From an optimization exercise on the open Yosys and OpenROAD flow, aimed at small area and a short achievable clock period; shortcuts taken in it are not production practice. Power figures rest on the tool's default switching activity, not on a simulated workload.

## before
## txController
module txController
#(
	parameter int loopDepth = 16
)
(
	input  wire                            txCLK,
	input  wire                            arstN,
	input  wire                            run,
	input  wire                            extTrig,
	input  wire txProgramPkg::channelMaskT userChannelMask,
	input  wire                            adcTriggerAck,
	input  wire txProgramPkg::ctrlWordT    outputControlReg,
	input  wire txProgramPkg::stepTimeT    timingReg,
	input  wire [31:0]                     loopAddressReg,
	input  wire [31:0]                     loopCounterReg,
	output txProgramPkg::progAddrT         readAddr,
	output txProgramPkg::loopIdxT          loopReadAddr,
	output txSeqPkg::txOutT                txOut
);
	logic [3:0] state;
	logic       isIdle, isWait, isRun, isLoad, isDone;
	assign isDone = state[3];
	assign isLoad = state[2] & ~state[3];
	assign isRun  = state[1] & ~state[2];
	assign isWait = state[0] & ~state[3];
	assign isIdle = ~state[1] & ~state[0];
	logic [15:0] pins;         
	logic        fFinished, fWaitTrig, fLoopEnd, fDmaRequest, fBeginAcq;
	logic [31:0] remain;       
	logic        stepEnd;      
	logic        notFirst;     
	logic        loadDone;
	logic        takeWord;
	logic        advance;
	logic        stepStart;
	assign advance   = stepEnd;
	assign loadDone  = isLoad & (loopReadAddr == 4'(loopDepth - 1));
	assign takeWord  = loadDone | advance;
	assign stepStart = isRun & ~notFirst;
	localparam int last = loopDepth - 1;
	logic [15:0] descStart [loopDepth];
	logic [15:0] descEnd   [loopDepth];
	logic [15:0] descCount [loopDepth];
	logic [15:0] remCount  [loopDepth];
	logic [loopDepth-1:0] gt1;         
	logic [loopDepth-1:0] gt2;         
	logic [loopDepth-1:0] cgt1, cgt2;  
	logic [loopDepth-1:0] shadowed;
	logic [loopDepth-1:0] grant;       
	logic [loopDepth-1:0] grantW;      
	logic [loopDepth-1:0] matchA, loaded, write, gt1Eff, grantNext, grantNew;
	logic [loopDepth-1:0] pendSlot;    
	logic [15:0] pendValue;            
	logic        pendGt1V, pendGt2V;   
	logic        pendDec;              
	logic [15:0] pendNew;
	logic        pendGt1;              
	logic        pendSame;
	logic [15:0] nextAddr;             
	logic [15:0] startSel, startInc, nextInc;
	logic [15:0] remSel, countSel;
  ...
Size in the first run: roughly 190 I/O pins, ~47000 µm² of cells after synthesis.
Settings: LEC_CHECK=0, CAP_MARGIN=20, CORE_MARGIN=2, CORE_UTILIZATION=40, SETUP_SLACK_MARGIN=4.2, SLEW_MARGIN=20, SYNTH_HIERARCHICAL=1; clock period 7.0 ns.
standard.sh (not shown) runs the stock make flow with config.mk's settings and CLKGATE_MAP_FILE= SYNTH_SCRIPT=/design/flow/synth_recipe.tcl, a recipe that flattens the netlist after the stock synthesis.
==> flow/flow/run.sh <==
#!/bin/bash
set -euo pipefail
bash standard.sh \
	'CTS_ARGS=-sink_clustering_enable -repair_clock_nets -dont_use_dummy_load -sink_clustering_size 22 -sink_clustering_max_diameter 100' \
	'BUFFER_PORTS_ARGS=-buffer_cell sky130_fd_sc_hd__buf_2' \
	finish > flow_standard.log 2>&1
Setup changes, before to after
-- flow/design.v --
<<< before, line 74
);
	assign y = a - 16'd1;
endmodule
`default_nettype wire
>>> after, line 74
);
	assign y = a - 16'd1;
endmodule
module txDec32
(
	input  wire  [31:0] a,
	output logic [31:0] y
);
	assign y = a - 32'd1;
endmodule
`default_nettype wire
<<< before, line 174
	logic [loopDepth-1:0] shadowed;
	logic [loopDepth-1:0] grant;       
	logic [loopDepth-1:0] grantW;      
	logic [loopDepth-1:0] matchA, loaded, write, gt1Eff, grantNext, grantNew;
	logic [loopDepth-1:0] pendSlot;    
>>> after, line 181
	logic [loopDepth-1:0] shadowed;
	logic [loopDepth-1:0] grant;       
	logic [loopDepth-1:0] matchA, loaded, write, gt1Eff, grantNext, grantNew;
	logic [loopDepth-1:0] pendSlot;    
<<< before, line 186
	logic [15:0] startSel, startInc, nextInc;
	logic [15:0] remSel, countSel;
	logic        repeatW, remGt2W, countGt1W, countGt2W;
	logic        repeatLoop;
	logic        jump;
>>> after, line 192
	logic [15:0] startSel, startInc, nextInc;
	logic [15:0] remSel, countSel;
	logic        repeatW, remGt1W, remGt2W, countGt1W, countGt2W;
	logic        repeatLoop;
	logic        jump;
<<< before, line 197
	assign pendNew  = pendDec ? pendDecValue : pendValue;
	assign pendGt1  = pendDec ? pendGt2V : pendGt1V;
	assign pendSame = |(pendSlot & grantW);
	assign gt1Eff   = (gt1 & ~pendSlot) | (pendSlot & {loopDepth{pendGt1}});
	always_comb
>>> after, line 203
	assign pendNew  = pendDec ? pendDecValue : pendValue;
	assign pendGt1  = pendDec ? pendGt2V : pendGt1V;
	assign pendSame = |(pendSlot & grant);
	assign gt1Eff   = (gt1 & ~pendSlot) | (pendSlot & {loopDepth{pendGt1}});
	always_comb
<<< before, line 204
		countSel  = '0;
		repeatW   = 1'b0;
		remGt2W   = 1'b0;
		countGt1W = 1'b0;
>>> after, line 210
		countSel  = '0;
		repeatW   = 1'b0;
		remGt1W   = 1'b0;
		remGt2W   = 1'b0;
		countGt1W = 1'b0;
<<< before, line 212
			cgt1[k]   = |descCount[k][15:1];
			cgt2[k]   = |descCount[k][15:2] | &descCount[k][1:0];
			remSel    = remSel    | (remCount[k]  & {16{grantW[k]}});
			countSel  = countSel  | (descCount[k] & {16{grantW[k]}});
			repeatW   = repeatW   | (grantW[k] & gt1Eff[k]);
			remGt2W   = remGt2W   | (grantW[k] & gt2[k]);
			countGt1W = countGt1W | (grantW[k] & cgt1[k]);
			countGt2W = countGt2W | (grantW[k] & cgt2[k]);
		end
	end
	assign loopStep = advance & fLoopEnd;
	assign write    = grantW & {loopDepth{loopStep}};
	logic [16*loopDepth-1:0] packStart, packEnd;
	always_comb
>>> after, line 219
			cgt1[k]   = |descCount[k][15:1];
			cgt2[k]   = |descCount[k][15:2] | &descCount[k][1:0];
			remSel    = remSel    | (remCount[k]  & {16{grant[k]}});
			countSel  = countSel  | (descCount[k] & {16{grant[k]}});
			repeatW   = repeatW   | (grant[k] & gt1Eff[k]);
			remGt1W   = remGt1W   | (grant[k] & gt1[k]);
			remGt2W   = remGt2W   | (grant[k] & gt2[k]);
			countGt1W = countGt1W | (grant[k] & cgt1[k]);
			countGt2W = countGt2W | (grant[k] & cgt2[k]);
		end
	end
	assign loopStep = advance & fLoopEnd;
	assign write    = grant & {loopDepth{loopStep}};
	logic [16*loopDepth-1:0] packStart, packEnd;
	always_comb
<<< before, line 257
		end
		pendDec  <= repeatW;
		pendGt1V <= countGt1W;   
		if (!repeatW)
		begin
			pendValue <= countSel;
			pendGt2V  <= countGt2W;
		end
>>> after, line 265
		end
		pendDec  <= repeatW;
		if (!repeatW)
		begin
			pendValue <= countSel;
			pendGt1V  <= countGt1W;
			pendGt2V  <= countGt2W;
		end
<<< before, line 266
		begin
			pendValue <= pendNew;
			pendGt2V  <= pendDec ? |pendValue[15:2] : pendGt2V;
		end
>>> after, line 274
		begin
			pendValue <= pendNew;
			pendGt1V  <= pendGt1;
			pendGt2V  <= pendDec ? |pendValue[15:2] : pendGt2V;
		end
<<< before, line 271
		begin
			pendValue <= remSel;
			pendGt2V  <= remGt2W;
		end
>>> after, line 280
		begin
			pendValue <= remSel;
			pendGt1V  <= remGt1W;
			pendGt2V  <= remGt2W;
		end
<<< before, line 282
			shadowed[k]  <= shadowed[k+1];
			grant[k]     <= grantNext[k+1];
			grantW[k]    <= advance ? grantNew[k+1] : grantW[k+1];
			pendSlot[k]  <= write[k+1];
		end
		shadowed[last] <= shadowed[0];
		grant[last]    <= grantNext[0];
		grantW[last]   <= advance ? grantNew[0] : grantW[0];
		pendSlot[last] <= write[0];
		if (loading)
>>> after, line 292
			shadowed[k]  <= shadowed[k+1];
			grant[k]     <= grantNext[k+1];
			pendSlot[k]  <= write[k+1];
		end
		shadowed[last] <= shadowed[0];
		grant[last]    <= grantNext[0];
		pendSlot[last] <= write[0];
		if (loading)
<<< before, line 293
			shadowed[last-1] <= shadowIn;
			grant[last-1]    <= ~shadowIn & (descEnd[last] == 16'd0);
			grantW[last-1]   <= ~shadowIn & (descEnd[last] == 16'd0);
		end
		if (isLoad)
>>> after, line 301
			shadowed[last-1] <= shadowIn;
			grant[last-1]    <= ~shadowIn & (descEnd[last] == 16'd0);
		end
		if (isLoad)
<<< before, line 330
	end
	logic [31:0] remainDec;
	assign remainDec = remain - 32'd1;
	logic [3:0] stateNext;
	logic       runNext;
>>> after, line 337
	end
	logic [31:0] remainDec;
	txDec32 decRemain_i (.a(remain), .y(remainDec));
	logic [3:0] stateNext;
	logic       runNext;
==> results.txt <==
The fraction of power consumed by the clock network reported for after is smaller than that of before by 0.9 points. There was hardly any difference in number of global-route vias before repair between after and before. The higher combinational fraction of design power of after and before is in after. Any difference in number of buffer cells added on primary ports between before and after is small enough to ignore. after against before: sequential cell count of the final layout now sits lower, total wirelength of the detailed-routed design now sits higher. The number of cells in the design after placement reported for after is smaller than that of before by 1.4%. Setup slack in after vs before: down 0.086 ns. | final instance area | after vs before | 0.67% lower |. In terms of clock-pin slew reported for the worst setup and hold paths after clock tree synthesis, after and before differ only marginally. Synthesized cell count in after is about 1.8% below before.
No functional check of the RTL was part of any run of this note.

---

The RTL this note starts from:
==> flow/design.v <==
`default_nettype none
package txProgramPkg;
	typedef logic [15:0] progAddrT;   
	typedef logic [3:0]  loopIdxT;    
	typedef logic [31:0] stepTimeT;   
	typedef logic [31:0] ctrlWordT;   
	typedef logic [15:0] pinWordT;    
	typedef logic [7:0]  channelMaskT;
	typedef logic [15:0] loopCountT;
	localparam int finishedBit     = 31;
	localparam int armInterruptBit = 30;
	localparam int waitTrigBit     = 29;
	localparam int loopEndBit      = 28;
	localparam int dmaRequestBit   = 27;
	localparam int dmaStartBit     = 26;
	localparam int beginAcqBit     = 25;
	localparam int activeBit       = 24;
	typedef struct packed
	{
		logic finished;       
		logic armInterrupt;   
		logic waitTrig;       
		logic loopEnd;        
		logic dmaRequest;
		logic dmaStart;       
		logic beginAcq;       
		logic active;         
	} ctrlFlagsT;
	typedef struct packed
	{
		ctrlFlagsT flags;
		pinWordT   pins;
		stepTimeT  duration;
	} stepT;
	typedef struct packed
	{
		progAddrT  startAddr;
		progAddrT  endAddr;
		loopCountT count;   
	} loopDescT;
endpackage
`default_nettype wire
`default_nettype none
package txSeqPkg;
	typedef enum logic [3:0]
	{
		seqIdle      = 4'd0,
		seqWaitTrig  = 4'd1,
		seqRunning   = 4'd2,
		seqLoadLoops = 4'd6,
		seqDone      = 4'd15
	} seqStateT;
	typedef struct packed
	{
		logic [15:0]           pins;
		logic                  adcTrig;   
		logic                  dmaReq;    
		logic [7:0]            leds;      
	} txOutT;
endpackage
`default_nettype wire
`default_nettype none
module txInc16
(
	input  wire  [15:0] a,
	output logic [15:0] y
);
	assign y = a + 16'd1;
endmodule
module txDec16
(
	input  wire  [15:0] a,
	output logic [15:0] y
);
	assign y = a - 16'd1;
endmodule
module txDec32
(
	input  wire  [31:0] a,
	output logic [31:0] y
);
	assign y = a - 32'd1;
endmodule
`default_nettype wire
`default_nettype none
module txJumpMatch
(
	input  wire  [255:0] starts,
	input  wire  [255:0] ends,
	input  wire  [15:0]  grant,
	input  wire  [15:0]  gt1,
	input  wire          loopStep,
	input  wire          advance,
	input  wire  [15:0]  shadowed,
	input  wire  [15:0]  stepMatch,
	output logic [15:0]  startSel,
	output logic         repeatLoop,
	output logic         jump,
	output logic [15:0]  grantNew,
	output logic [15:0]  grantNext
);
	logic [15:0] match;
	always_comb
	begin
		startSel   = '0;
		repeatLoop = 1'b0;
		for (int k = 0; k < 16; k++)
		begin
			startSel   = startSel | (starts[k*16 +: 16] & {16{grant[k]}});
			repeatLoop = repeatLoop | (grant[k] & gt1[k]);
		end
		jump = loopStep & repeatLoop;
		for (int k = 0; k < 16; k++)
		begin
			match[k]     = ends[k*16 +: 16] == startSel;
			grantNew[k]  = ~shadowed[k] & (jump ? match[k] : stepMatch[k]);
			grantNext[k] = advance ? grantNew[k] : grant[k];
		end
	end
endmodule
module txStepMatch
(
	input  wire  [255:0] ends,
	input  wire  [15:0]  addr,
	output logic [15:0]  match
);
	always_comb
		for (int k = 0; k < 16; k++)
			match[k] = ends[k*16 +: 16] == addr;
endmodule
`default_nettype wire
`timescale 1ns/1ps
`default_nettype none
module txController
#(
	parameter int loopDepth = 16
)
(
	input  wire                            txCLK,
	input  wire                            arstN,
	input  wire                            run,
	input  wire                            extTrig,
	input  wire txProgramPkg::channelMaskT userChannelMask,
	input  wire                            adcTriggerAck,
	input  wire txProgramPkg::ctrlWordT    outputControlReg,
	input  wire txProgramPkg::stepTimeT    timingReg,
	input  wire [31:0]                     loopAddressReg,
	input  wire [31:0]                     loopCounterReg,
	output txProgramPkg::progAddrT         readAddr,
	output txProgramPkg::loopIdxT          loopReadAddr,
	output txSeqPkg::txOutT                txOut
);
	logic [3:0] state;
	logic       isIdle, isWait, isRun, isLoad, isDone;
	assign isDone = state[3];
	assign isLoad = state[2] & ~state[3];
	assign isRun  = state[1] & ~state[2];
	assign isWait = state[0] & ~state[3];
	assign isIdle = ~state[1] & ~state[0];
	logic [15:0] pins;         
	logic        fFinished, fWaitTrig, fLoopEnd, fDmaRequest, fBeginAcq;
	logic [31:0] remain;       
	logic        stepEnd;      
	logic        notFirst;     
	logic        loadDone;
	logic        takeWord;
	logic        advance;
	logic        stepStart;
	assign advance   = stepEnd;
	assign loadDone  = isLoad & (loopReadAddr == 4'(loopDepth - 1));
	assign takeWord  = loadDone | advance;
	assign stepStart = isRun & ~notFirst;
	localparam int last = loopDepth - 1;
	logic [15:0] descStart [loopDepth];
	logic [15:0] descEnd   [loopDepth];
	logic [15:0] descCount [loopDepth];
	logic [15:0] remCount  [loopDepth];
	logic [loopDepth-1:0] gt1;         
	logic [loopDepth-1:0] gt2;         
	logic [loopDepth-1:0] cgt1;        
	logic [loopDepth-1:0] shadowed;
	logic [loopDepth-1:0] grant;       
	logic [loopDepth-1:0] grantW;      
	logic [loopDepth-1:0] matchA, loaded, write, gt1Eff, grantNext, grantNew;
	logic [loopDepth-1:0] pendSlot;    
	logic [15:0] pendValue;            
	logic        pendGt1V;             
	logic        pendGt2V;             
	logic        pendDec;              
	logic [15:0] pendNew;
	logic        pendGt1;              
	logic        pendSame;
	logic [15:0] nextAddr;             
	logic [15:0] startSel, startInc, nextInc;
	logic [15:0] remSel, countSel;
	logic        repeatW, remGt2W, countGt1W;
	logic        repeatLoop;
	logic        jump;
	logic        loopStep;             
	logic        shadowIn;
	logic        loading;              
	logic [3:0]  loadIdx;              
	logic [15:0] pendDecValue;
	txDec16 decPend_i (.a(pendValue), .y(pendDecValue));
	assign pendNew  = pendDec ? pendDecValue : pendValue;
	assign pendGt1  = pendDec ? pendGt2V : pendGt1V;
	assign pendSame = |(pendSlot & grantW);
	assign gt1Eff   = (gt1 & ~pendSlot) | (pendSlot & {loopDepth{pendGt1}});
	always_comb
	begin
		remSel    = '0;
		countSel  = '0;
		repeatW   = 1'b0;
		remGt2W   = 1'b0;
		countGt1W = 1'b0;
		for (int k = 0; k < loopDepth; k++)
		begin
			gt2[k]    = |remCount[k][15:2] | &remCount[k][1:0];
			cgt1[k]   = |descCount[k][15:1];
			remSel    = remSel    | (remCount[k]  & {16{grantW[k]}});
			countSel  = countSel  | (descCount[k] & {16{grantW[k]}});
			repeatW   = repeatW   | (grantW[k] & gt1Eff[k]);
			remGt2W   = remGt2W   | (grantW[k] & gt2[k]);
			countGt1W = countGt1W | (grantW[k] & cgt1[k]);
		end
	end
	assign loopStep = advance & fLoopEnd;
	assign write    = grantW & {loopDepth{loopStep}};
	logic [16*loopDepth-1:0] packStart, packEnd;
	always_comb
	begin
		for (int k = 0; k < loopDepth; k++)
		begin
			packStart[k*16 +: 16] = descStart[k];
			packEnd[k*16 +: 16]   = descEnd[k];
			loaded[k]    = (k != last) && (5'(k) + {1'b0, loadIdx} >= 5'(last));
		end
	end
	txStepMatch stepMatch_i (.ends(packEnd), .addr(nextAddr), .match(matchA));
	txJumpMatch jumpMatch_i (.starts(packStart), .ends(packEnd), .grant(grant), .gt1(gt1Eff),
		.loopStep(loopStep), .advance(advance), .shadowed(shadowed), .stepMatch(matchA),
		.startSel(startSel), .repeatLoop(repeatLoop), .jump(jump), .grantNew(grantNew),
		.grantNext(grantNext));
	txInc16 incStart_i (.a(startSel), .y(startInc));
	txInc16 incNext_i  (.a(nextAddr), .y(nextInc));
	assign shadowIn = |(matchA & loaded);
	always_ff @(posedge txCLK)
	begin
		loading <= isLoad;
		loadIdx <= loopReadAddr;
		if (isLoad)
		begin
			nextAddr <= loopAddressReg[31:16];
		end
		else if (loading)
		begin
			nextAddr <= 16'd1;
		end
		else if (advance)
		begin
			nextAddr <= jump ? startInc : nextInc;
		end
		pendDec  <= repeatW;
		pendGt1V <= countGt1W;   
		if (!repeatW)
		begin
			pendValue <= countSel;
		end
		else if (pendSame)
		begin
			pendValue <= pendDecValue;
			pendGt2V  <= |pendValue[15:2];
		end
		else
		begin
			pendValue <= remSel;
			pendGt2V  <= remGt2W;
		end
		for (int k = 0; k < last; k++)
		begin
			descStart[k] <= descStart[k+1];
			descEnd[k]   <= descEnd[k+1];
			descCount[k] <= descCount[k+1];
			remCount[k]  <= pendSlot[k+1] ? pendNew : remCount[k+1];
			gt1[k]       <= pendSlot[k+1] ? pendGt1 : gt1[k+1];
			shadowed[k]  <= shadowed[k+1];
			grant[k]     <= grantNext[k+1];
			grantW[k]    <= advance ? grantNew[k+1] : grantW[k+1];
			pendSlot[k]  <= write[k+1];
		end
		shadowed[last] <= shadowed[0];
		grant[last]    <= grantNext[0];
		grantW[last]   <= advance ? grantNew[0] : grantW[0];
		pendSlot[last] <= write[0];
		if (loading)
		begin
			shadowed[last-1] <= shadowIn;
			grant[last-1]    <= ~shadowIn & (descEnd[last] == 16'd0);
			grantW[last-1]   <= ~shadowIn & (descEnd[last] == 16'd0);
		end
		if (isLoad)
		begin
			descStart[last] <= loopAddressReg[15:0];
			descEnd[last]   <= loopAddressReg[31:16];
			descCount[last] <= loopCounterReg[15:0];
			remCount[last]  <= loopCounterReg[15:0];
			gt1[last]       <= |loopCounterReg[15:1];
		end
		else
		begin
			descStart[last] <= descStart[0];
			descEnd[last]   <= descEnd[0];
			descCount[last] <= descCount[0];
			remCount[last]  <= pendSlot[0] ? pendNew : remCount[0];
			gt1[last]       <= pendSlot[0] ? pendGt1 : gt1[0];
		end
	end
	always_ff @(posedge txCLK)
	begin
		if (takeWord)
		begin
			pins        <= outputControlReg[15:0];
			fFinished   <= outputControlReg[txProgramPkg::finishedBit];
			fWaitTrig   <= outputControlReg[txProgramPkg::waitTrigBit];
			fLoopEnd    <= outputControlReg[txProgramPkg::loopEndBit];
			fDmaRequest <= outputControlReg[txProgramPkg::dmaRequestBit];
			fBeginAcq   <= outputControlReg[txProgramPkg::beginAcqBit];
			remain      <= timingReg;
		end
		else if (isRun)
		begin
			remain <= remainDec;
		end
	end
	logic [31:0] remainDec;
	txDec32 decRemain_i (.a(remain), .y(remainDec));
	logic [3:0] stateNext;
	logic       runNext;
	logic       zeroNext;
	always_comb
	begin
		stateNext = state;
		if (isIdle)
		begin
			if (run) stateNext = 4'd6;
		end
		else if (isLoad)
		begin
			if (loadDone) stateNext = 4'd1;
		end
		else if (isWait)
		begin
			if (extTrig) stateNext = 4'd2;
		end
		else if (isRun)
		begin
			if (advance)
			begin
				if (fFinished)      stateNext = 4'd15;
				else if (fWaitTrig) stateNext = 4'd1;
			end
		end
	end
	assign runNext  = (isWait & extTrig) | (isRun & ~(advance & (fFinished | fWaitTrig)));
	assign zeroNext = takeWord ? (timingReg == 32'd0)
	                : isRun    ? (remain == 32'd1)
	                :            (remain == 32'd0);
	always_ff @(posedge txCLK or negedge arstN)
	begin
		if (!arstN)
		begin
			state        <= 4'd0;
			stepEnd      <= 1'b0;
			notFirst     <= 1'b0;
			readAddr     <= '0;
			loopReadAddr <= '0;
			txOut        <= '0;
		end
		else
		begin
			state    <= stateNext;
			stepEnd  <= runNext & zeroNext;
			notFirst <= isRun & ~advance;
			if (isLoad)
			begin
				loopReadAddr <= loopReadAddr + 1'b1;
			end
			if (advance)
			begin
				readAddr <= jump ? startSel : nextAddr;
			end
			if (isDone)
			begin
				txOut.pins <= '0;
			end
			else if (stepStart)
			begin
				txOut.pins <= {pins[15:8], pins[7:0] & userChannelMask};
			end
			if (advance && fBeginAcq)
			begin
				txOut.adcTrig <= 1'b1;
			end
			else if (adcTriggerAck)
			begin
				txOut.adcTrig <= 1'b0;
			end
			txOut.dmaReq <= advance & fDmaRequest;
			txOut.leds   <= {4'd0, state};
		end
	end
endmodule
`default_nettype wire
export LEC_CHECK = 0
export CAP_MARGIN = 20
export CORE_MARGIN = 2
export CORE_UTILIZATION = 40
export SETUP_SLACK_MARGIN = 4.2
export SLEW_MARGIN = 20
export SYNTH_HIERARCHICAL = 1
create_clock -name core_clock -period 7.0 [get_ports {txCLK}]
Scripts as last shown in full above: flow/flow/run.sh
Rerun with:
--- a/flow/design.v
+++ b/flow/design.v
@@ -71,19 +71,12 @@
 (
 	input  wire  [15:0] a,
 	output logic [15:0] y
 );
 	assign y = a - 16'd1;
 endmodule
-module txDec32
-(
-	input  wire  [31:0] a,
-	output logic [31:0] y
-);
-	assign y = a - 32'd1;
-endmodule
 `default_nettype wire
 `default_nettype none
 module txJumpMatch
 (
 	input  wire  [255:0] starts,
 	input  wire  [255:0] ends,
@@ -174,29 +167,28 @@
 	logic [15:0] descStart [loopDepth];
 	logic [15:0] descEnd   [loopDepth];
 	logic [15:0] descCount [loopDepth];
 	logic [15:0] remCount  [loopDepth];
 	logic [loopDepth-1:0] gt1;         
 	logic [loopDepth-1:0] gt2;         
-	logic [loopDepth-1:0] cgt1;        
+	logic [loopDepth-1:0] cgt1, cgt2;  
 	logic [loopDepth-1:0] shadowed;
 	logic [loopDepth-1:0] grant;       
 	logic [loopDepth-1:0] grantW;      
 	logic [loopDepth-1:0] matchA, loaded, write, gt1Eff, grantNext, grantNew;
 	logic [loopDepth-1:0] pendSlot;    
 	logic [15:0] pendValue;            
-	logic        pendGt1V;             
-	logic        pendGt2V;             
+	logic        pendGt1V, pendGt2V;   
 	logic        pendDec;              
 	logic [15:0] pendNew;
 	logic        pendGt1;              
 	logic        pendSame;
 	logic [15:0] nextAddr;             
 	logic [15:0] startSel, startInc, nextInc;
 	logic [15:0] remSel, countSel;
-	logic        repeatW, remGt2W, countGt1W;
+	logic        repeatW, remGt2W, countGt1W, countGt2W;
 	logic        repeatLoop;
 	logic        jump;
 	logic        loopStep;             
 	logic        shadowIn;
 	logic        loading;              
 	logic [3:0]  loadIdx;              
@@ -210,21 +202,24 @@
 	begin
 		remSel    = '0;
 		countSel  = '0;
 		repeatW   = 1'b0;
 		remGt2W   = 1'b0;
 		countGt1W = 1'b0;
+		countGt2W = 1'b0;
 		for (int k = 0; k < loopDepth; k++)
 		begin
 			gt2[k]    = |remCount[k][15:2] | &remCount[k][1:0];
 			cgt1[k]   = |descCount[k][15:1];
+			cgt2[k]   = |descCount[k][15:2] | &descCount[k][1:0];
 			remSel    = remSel    | (remCount[k]  & {16{grantW[k]}});
 			countSel  = countSel  | (descCount[k] & {16{grantW[k]}});
 			repeatW   = repeatW   | (grantW[k] & gt1Eff[k]);
 			remGt2W   = remGt2W   | (grantW[k] & gt2[k]);
 			countGt1W = countGt1W | (grantW[k] & cgt1[k]);
+			countGt2W = countGt2W | (grantW[k] & cgt2[k]);
 		end
 	end
 	assign loopStep = advance & fLoopEnd;
 	assign write    = grantW & {loopDepth{loopStep}};
 	logic [16*loopDepth-1:0] packStart, packEnd;
 	always_comb
@@ -239,13 +234,13 @@
 	txStepMatch stepMatch_i (.ends(packEnd), .addr(nextAddr), .match(matchA));
 	txJumpMatch jumpMatch_i (.starts(packStart), .ends(packEnd), .grant(grant), .gt1(gt1Eff),
 		.loopStep(loopStep), .advance(advance), .shadowed(shadowed), .stepMatch(matchA),
 		.startSel(startSel), .repeatLoop(repeatLoop), .jump(jump), .grantNew(grantNew),
 		.grantNext(grantNext));
 	txInc16 incStart_i (.a(startSel), .y(startInc));
-	txInc16 incNext_i  (.a(nextAddr), .y(nextInc));
+	assign nextInc = nextAddr + 16'd1;
 	assign shadowIn = |(matchA & loaded);
 	always_ff @(posedge txCLK)
 	begin
 		loading <= isLoad;
 		loadIdx <= loopReadAddr;
 		if (isLoad)
@@ -262,17 +257,18 @@
 		end
 		pendDec  <= repeatW;
 		pendGt1V <= countGt1W;   
 		if (!repeatW)
 		begin
 			pendValue <= countSel;
+			pendGt2V  <= countGt2W;
 		end
 		else if (pendSame)
 		begin
-			pendValue <= pendDecValue;
-			pendGt2V  <= |pendValue[15:2];
+			pendValue <= pendNew;
+			pendGt2V  <= pendDec ? |pendValue[15:2] : pendGt2V;
 		end
 		else
 		begin
 			pendValue <= remSel;
 			pendGt2V  <= remGt2W;
 		end
@@ -330,13 +326,13 @@
 		else if (isRun)
 		begin
 			remain <= remainDec;
 		end
 	end
 	logic [31:0] remainDec;
-	txDec32 decRemain_i (.a(remain), .y(remainDec));
+	assign remainDec = remain - 32'd1;
 	logic [3:0] stateNext;
 	logic       runNext;
 	logic       zeroNext;
 	always_comb
 	begin
 		stateNext = state;
- hold slack degrades by 10 ps
- sequential power drops by about 5%
- first-iteration DRC count is lower by 0.88%
- wire length barely changes
- global-route usage stays flat
- core utilization rose by 0.19 points
- combinational power rose by 52%
- non-clock buffer count rose by 5
- final cell count is higher by 1.5%
- synthesized cell count grows by 2.0%
- register-to-register slack loses 95 ps
- final area goes up by 0.42%
- clock power is about the same
Function was not checked in any run of this note: the RTL went through the layout flow alone.

-- separate check: timing with driven ports --
How much do the figures lean on ideal ports? The routed layouts below were timed once more, with nothing changed but the port constraints.
Step 1: set_driving_cell puts a clkbuf_16 on txCLK and a buf_2 on each other input, an assumption about the parent block.
Step 2 also shifts input and output timing later by t, the mid clock arrival at the registers, as if the neighbouring blocks saw the same clock.
Slacks: ideal ports / drivers / drivers and shift; pairs: ideal ports / drivers.
run	t (ns)	setup slack, ns	hold WS [ns]	worst setup path after step 2
before	0.696	4.158 / 4.158 / 4.153	0.332 / 0.332 / 0.332	input to register
after	0.688	4.072 / 4.072 / 4.072	0.329 / 0.329 / 0.329	register to register
the first run of note 2	0.691	4.071 / 4.071 / 3.795	0.318 / 0.318 / 0.318	input to register
the second run of note 2	0.717	3.976 / 3.976 / 3.976	0.308 / 0.308 / 0.308	register to register
After both steps every run listed still meets setup and hold. For the first run of note 2, which loses most, drivers alone change the setup slack by 0.000 ns; drivers and shift together by -0.276 ns.
